Source: an optimization exercise on an open RTL-to-GDS flow (aim: small area, a short achievable clock period and few clock cycles per item). Production flows keep margins and buffers that such runs may drop.
Only simulation tests tie the RTL to the original design; equivalence was not proved.

==> trial 2: inputs <==
==> flow/design.v (excerpt) <==
module anc_top
(
    input  logic                clk,
    input  logic                rstn,
    input  logic                head_flag,
    input  anc_pkg::frame_in_t  frame,
    output anc_pkg::sample_t    dout,
    output logic                frame_done
);
clock: 13.0 ns
lec_check: 0
cap_margin: 20
core_margin: 2
core_utilization: 40
slew_margin: 20
standard.sh (not shown) runs the stock make flow with config.mk's settings and CLKGATE_MAP_FILE= SYNTH_SCRIPT=/design/flow/synth_recipe.tcl, a recipe that flattens the netlist after the stock synthesis.
==> flow/flow/run.sh <==
#!/bin/bash
set -euo pipefail
bash standard.sh SETUP_SLACK_MARGIN=8.5 finish > run_make.log 2>&1
==> inputs of build 53, as changes to trial 2 <==
==> flow/run.sh (new file) <==
#!/bin/bash
# synth_recipe.tcl (not shown) runs the flow's synth.tcl, then flattens the netlist and writes it again
# the make line also repeats each setting of config.mk as NAME=value (left out here)
make -C /OpenROAD-flow-scripts/flow DESIGN_CONFIG=/design/flow/config.mk WORK_HOME=/design/flow/orfs CLKGATE_MAP_FILE= SYNTH_SCRIPT=/design/flow/synth_recipe.tcl finish
removed: flow/flow/run.sh
removed: flow/standard.sh
==> qor summary <==
| metric | trial 2 | build 53 |
|---|---|---|
| Post-route clock period utilization | 0.426 | 0.542 |
| Area used by sequential logic in the layout | 17900 sq um | 17800 sq um |
| Worst Path Max Fanout | 7 | 47 |
| Count of placed standard cells including taps | 6474 | 6477 |
| Fin util | 0.505 | 0.444 |
| Router iterations before antenna repair | 6 | 5 |
| Number of clock buffers in the layout | 114 | 117 |
| Crit path launch | i_ref_delay_line.bo[0]$_DFF_PN0_ | i_ref_delay_line.bn[0]$_DFF_PN0_ |
| FILL cells | 10900 | 11800 |
| Non-clk buf share | 0.0853 | 0.0198 |
| Non-filler cells, final | 6925 | 6643 |
| Vias/cell | 5.49 | 5.21 |
| Number of buffers added by the clock tree synthesis step | 87 | 88 |
| Number of non-clock buffers in the layout | 404 | 125 |
| Sequential portion of the cell area | 0.286 | 0.324 |
| Skew final | 0.0193 ns | 0.0589 ns |
| Number of antenna violations at the first check in global routing | 6 | 4 |
| Run status | finished clean | finished clean |
| Diodes inserted | 4 | 1 |
| End point of the critical path | i_channel_a.err[9]$_DFFE_PN0N_ | i_channel_b.i_weight_bank.tail[25]$_DFF_PN0_ |
| GR met3 Demand/Resource | 0.0748 | 0.0360 |
Testbench counts of trial 2, summed over its fixed seeds: cycles 28,792, frames 3,200.
Testbench counts of build 53, summed over its fixed seeds: cycles 28,792, frames 3,200.


==> 07-07: inputs <==
anc_top, a different RTL version from the one above (not shown whole).
==> module anc_ref_delay_line, before the edit <==
module anc_ref_delay_line
(
    input  logic              clk,
    input  logic              srstn,
    input  anc_pkg::sample_t  noise_ref,
    input  logic [10:0]       ph,
    input  logic              active,
    output logic [6:0]        ubo,
    output logic [6:0]        ubt,
    output logic [6:0]        ubn,
    output logic [6:0]        fbo,
    output logic [6:0]        fbt,
    output logic [6:0]        fbn
);
    anc_pkg::sample_t q [8];
    logic             turn;
    logic             shift;
    logic [6:0]       qbo, qbt, qbn;
    logic [6:0]       nbo, nbt, nbn;
    assign turn  = |ph[8:1];
    assign shift = ph[0] && active;
    anc_booth_enc i_enc_q (
        .x  (q[0]),
        .bo (qbo),
        .bt (qbt),
        .bn (qbn)
    );
    anc_booth_enc i_enc_n (
        .x  (noise_ref),
        .bo (nbo),
        .bt (nbt),
        .bn (nbn)
    );
    always_ff @(posedge clk)
    begin
        if (!srstn)
        begin
            for (int k = 0; k < 8; k++)
                q[k] <= '0;
        end
        else if (turn || shift)
        begin
            for (int k = 0; k < 7; k++)
                q[k] <= q[k+1];
            q[7] <= shift ? noise_ref : q[0];
        end
    end
    always_ff @(posedge clk)
    begin
        begin
            ubo <= qbo;
            ubt <= qbt;
            ubn <= qbn;
            if (ph[10])
            begin
                fbo <= nbo;
                fbt <= nbt;
                fbn <= nbn;
            end
            else
            begin
                fbo <= ubo;
                fbt <= ubt;
                fbn <= ubn;
            end
        end
    end
endmodule
==> module anc_top, before the edit <==
module anc_top
(
    input  logic                clk,
    input  logic                rstn,
    input  logic                head_flag,
    input  anc_pkg::frame_in_t  frame,
    output anc_pkg::sample_t    dout,
    output logic                frame_done
);
    logic              rst_q1;
    logic              rst_q2;
    logic              srstn;
    logic [10:0]       ph;
    logic              active;
    logic              wz;
    logic [6:0]        ubo, ubt, ubn;
    logic [6:0]        fbo, fbt, fbn;
    logic [13:0]       pa_n;
    logic [13:0]       pb_n;
    anc_pkg::sample_t  err_a;
    anc_pkg::sample_t  err_b;
    always_ff @(posedge clk or negedge rstn)
    begin
        if (!rstn)
        begin
            rst_q1 <= 1'b0;
            rst_q2 <= 1'b0;
        end
        else
        begin
            rst_q1 <= 1'b1;
            rst_q2 <= rst_q1;
        end
    end
    assign srstn = rst_q2;
    anc_sequencer i_sequencer (
        .clk        (clk),
        .rstn       (rstn),
        .srstn      (srstn),
        .head_flag  (head_flag),
        .ph         (ph),
        .active     (active),
        .wz         (wz),
        .frame_done (frame_done)
    );
    anc_ref_delay_line i_ref_delay_line (
        .clk       (clk),
        .srstn     (srstn),
        .noise_ref (frame.noise_ref),
        .ph        (ph),
        .active    (active),
        .ubo       (ubo),
        .ubt       (ubt),
        .ubn       (ubn),
        .fbo       (fbo),
        .fbt       (fbt),
        .fbn       (fbn)
    );
    always_ff @(posedge clk)
    begin
        pa_n <= ~frame.primary_a;
        pb_n <= ~frame.primary_b;
    end
    anc_channel i_channel_a (
        .clk    (clk),
        .srstn  (srstn),
        .pn     (pa_n),
        .ph     (ph),
        .active (active),
        .wz     (wz),
        .ubo    (ubo),
        .ubt    (ubt),
        .ubn    (ubn),
        .fbo    (fbo),
        .fbt    (fbt),
        .fbn    (fbn),
        .err    (err_a)
    );
    anc_channel i_channel_b (
        .clk    (clk),
        .srstn  (srstn),
        .pn     (pb_n),
        .ph     (ph),
        .active (active),
        .wz     (wz),
        .ubo    (ubo),
        .ubt    (ubt),
        .ubn    (ubn),
        .fbo    (fbo),
        .fbt    (fbt),
        .fbn    (fbn),
        .err    (err_b)
    );
    always_ff @(posedge clk or negedge rstn)
    begin
        if (!rstn)
            dout <= '0;
        else if (active && ph[7])
            dout <= err_a + err_b;
    end
endmodule
Settings: LEC_CHECK=0, CAP_MARGIN=20, CORE_MARGIN=2, CORE_UTILIZATION=40, CTS_CLUSTER_DIAMETER=80, CTS_CLUSTER_SIZE=24, SLEW_MARGIN=20; clock period 13.0 ns.
==> flow/flow/run.sh <==
#!/bin/bash
set -euo pipefail
bash standard.sh SETUP_SLACK_MARGIN=9.25 finish > run_make.log 2>&1
==> inputs of 12-25, as changes to 07-07 <==
--- a/flow/design.v
+++ b/flow/design.v
@@ -80,6 +80,7 @@
     output logic [6:0]        fbn
 );
     anc_pkg::sample_t q [8];
+    anc_pkg::sample_t nr_q;
     logic             turn;
     logic             shift;
     logic [6:0]       qbo, qbt, qbn;
@@ -100,6 +101,11 @@
     );
     always_ff @(posedge clk)
     begin
+        if (ph[10])
+            nr_q <= noise_ref;
+    end
+    always_ff @(posedge clk)
+    begin
         if (!srstn)
         begin
             for (int k = 0; k < 8; k++)
@@ -109,7 +115,7 @@
         begin
             for (int k = 0; k < 7; k++)
                 q[k] <= q[k+1];
-            q[7] <= shift ? noise_ref : q[0];
+            q[7] <= shift ? nr_q : q[0];
         end
     end
     always_ff @(posedge clk)
@@ -1554,8 +1560,6 @@
     output anc_pkg::sample_t    dout,
     output logic                frame_done
 );
-    logic              rst_q1;
-    logic              rst_q2;
     logic              srstn;
     logic [10:0]       ph;
     logic              active;
@@ -1569,17 +1573,10 @@
     always_ff @(posedge clk or negedge rstn)
     begin
         if (!rstn)
-        begin
-            rst_q1 <= 1'b0;
-            rst_q2 <= 1'b0;
-        end
+            srstn <= 1'b0;
         else
-        begin
-            rst_q1 <= 1'b1;
-            rst_q2 <= rst_q1;
-        end
+            srstn <= 1'b1;
     end
-    assign srstn = rst_q2;
     anc_sequencer i_sequencer (
         .clk        (clk),
         .rstn       (rstn),
@@ -1605,8 +1602,11 @@
     );
     always_ff @(posedge clk)
     begin
-        pa_n <= ~frame.primary_a;
-        pb_n <= ~frame.primary_b;
+        if (ph[10])
+        begin
+            pa_n <= ~frame.primary_a;
+            pb_n <= ~frame.primary_b;
+        end
     end
     anc_channel i_channel_a (
         .clk    (clk),
==> flow/flow/run.sh (replaced) <==
#!/bin/bash
set -euo pipefail
bash standard.sh SETUP_SLACK_MARGIN=9.5 finish > run_make.log 2>&1
--- a/flow/config.mk
+++ b/flow/config.mk
@@ -7,7 +7,5 @@
 export LEC_CHECK = 0
 export CAP_MARGIN = 20
 export CORE_MARGIN = 2
-export CORE_UTILIZATION = 40
-export CTS_CLUSTER_DIAMETER = 80
-export CTS_CLUSTER_SIZE = 24
+export CORE_UTILIZATION = 60
 export SLEW_MARGIN = 20
==> inputs of 04-11, as changes to 07-07 <==
==> flow/flow/run.sh (replaced) <==
#!/bin/bash
set -euo pipefail
bash standard.sh SETUP_SLACK_MARGIN=9.25 "BUFFER_PORTS_ARGS=-buffer_cell sky130_fd_sc_hd__buf_2" finish > run_make.log 2>&1
--- a/flow/config.mk
+++ b/flow/config.mk
@@ -7,7 +7,7 @@
 export LEC_CHECK = 0
 export CAP_MARGIN = 20
 export CORE_MARGIN = 2
-export CORE_UTILIZATION = 40
+export CORE_UTILIZATION = 70
 export CTS_CLUSTER_DIAMETER = 80
 export CTS_CLUSTER_SIZE = 24
 export SLEW_MARGIN = 20
==> summary of the runs <==
The lowest maximum frequency belongs to 07-07, the highest to 04-11. Of 12-25 and 04-11, 04-11 has the higher global-route usage (gap 1.6 points). Worst setup slack: 04-11 > 12-25 > 07-07. Critical path depth is the same in 04-11 and 07-07. 07-07 completed without violations. 04-11 passed the timing, design-rule and antenna checks. 12-25 finished clean. Final area, lowest first: 04-11, 07-07, 12-25. In 07-07 the synthesized cell count is lower than in 12-25, by 0.42%. Die area, lowest first: 04-11, 12-25, 07-07.
Testbench counts of 07-07, summed over its fixed seeds: cycles 35,200, frames 3,200.
Testbench counts of 12-25, summed over its fixed seeds: cycles 35,192, frames 3,200.
Testbench counts of 04-11, summed over its fixed seeds: cycles 35,200, frames 3,200.

-- separate check: timing with driven ports --
In the flow no input, the clock included, has a driving cell. The finished layouts below were timed again as built, in two steps. Step 1 sets driving cells, clkbuf_16 on the clock port and buf_2 on the other inputs (assumed; they add their load-dependent delay and slew). Step 2 also shifts input and output timing later by t, the mid clock arrival at the registers, as if the neighbouring blocks saw the same clock. a / b / c = no drivers / after step 1 / after step 2; a / b = the first two.
| run | t (ns) | slack for setup (ns) | clock arrival spread, ns |
|---|---|---|---|
| trial 2 | 0.776 | 7.456 / 7.456 / 7.456 | 0.021 / 0.021 |
| build 53 | 0.740 | 5.960 / 5.960 / 5.960 | 0.060 / 0.060 |
| 07-07 | 0.767 | 9.110 / 9.032 / 8.798 | 0.050 / 0.050 |
| 12-25 | 0.765 | 9.157 / 9.083 / 8.798 | 0.026 / 0.026 |
| 04-11 | 0.730 | 9.188 / 9.119 / 9.256 | 0.022 / 0.022 |
After both steps setup and hold are still met in every run listed. For 12-25, which loses most, drivers alone change the setup slack by -0.074 ns; drivers and shift together by -0.359 ns.
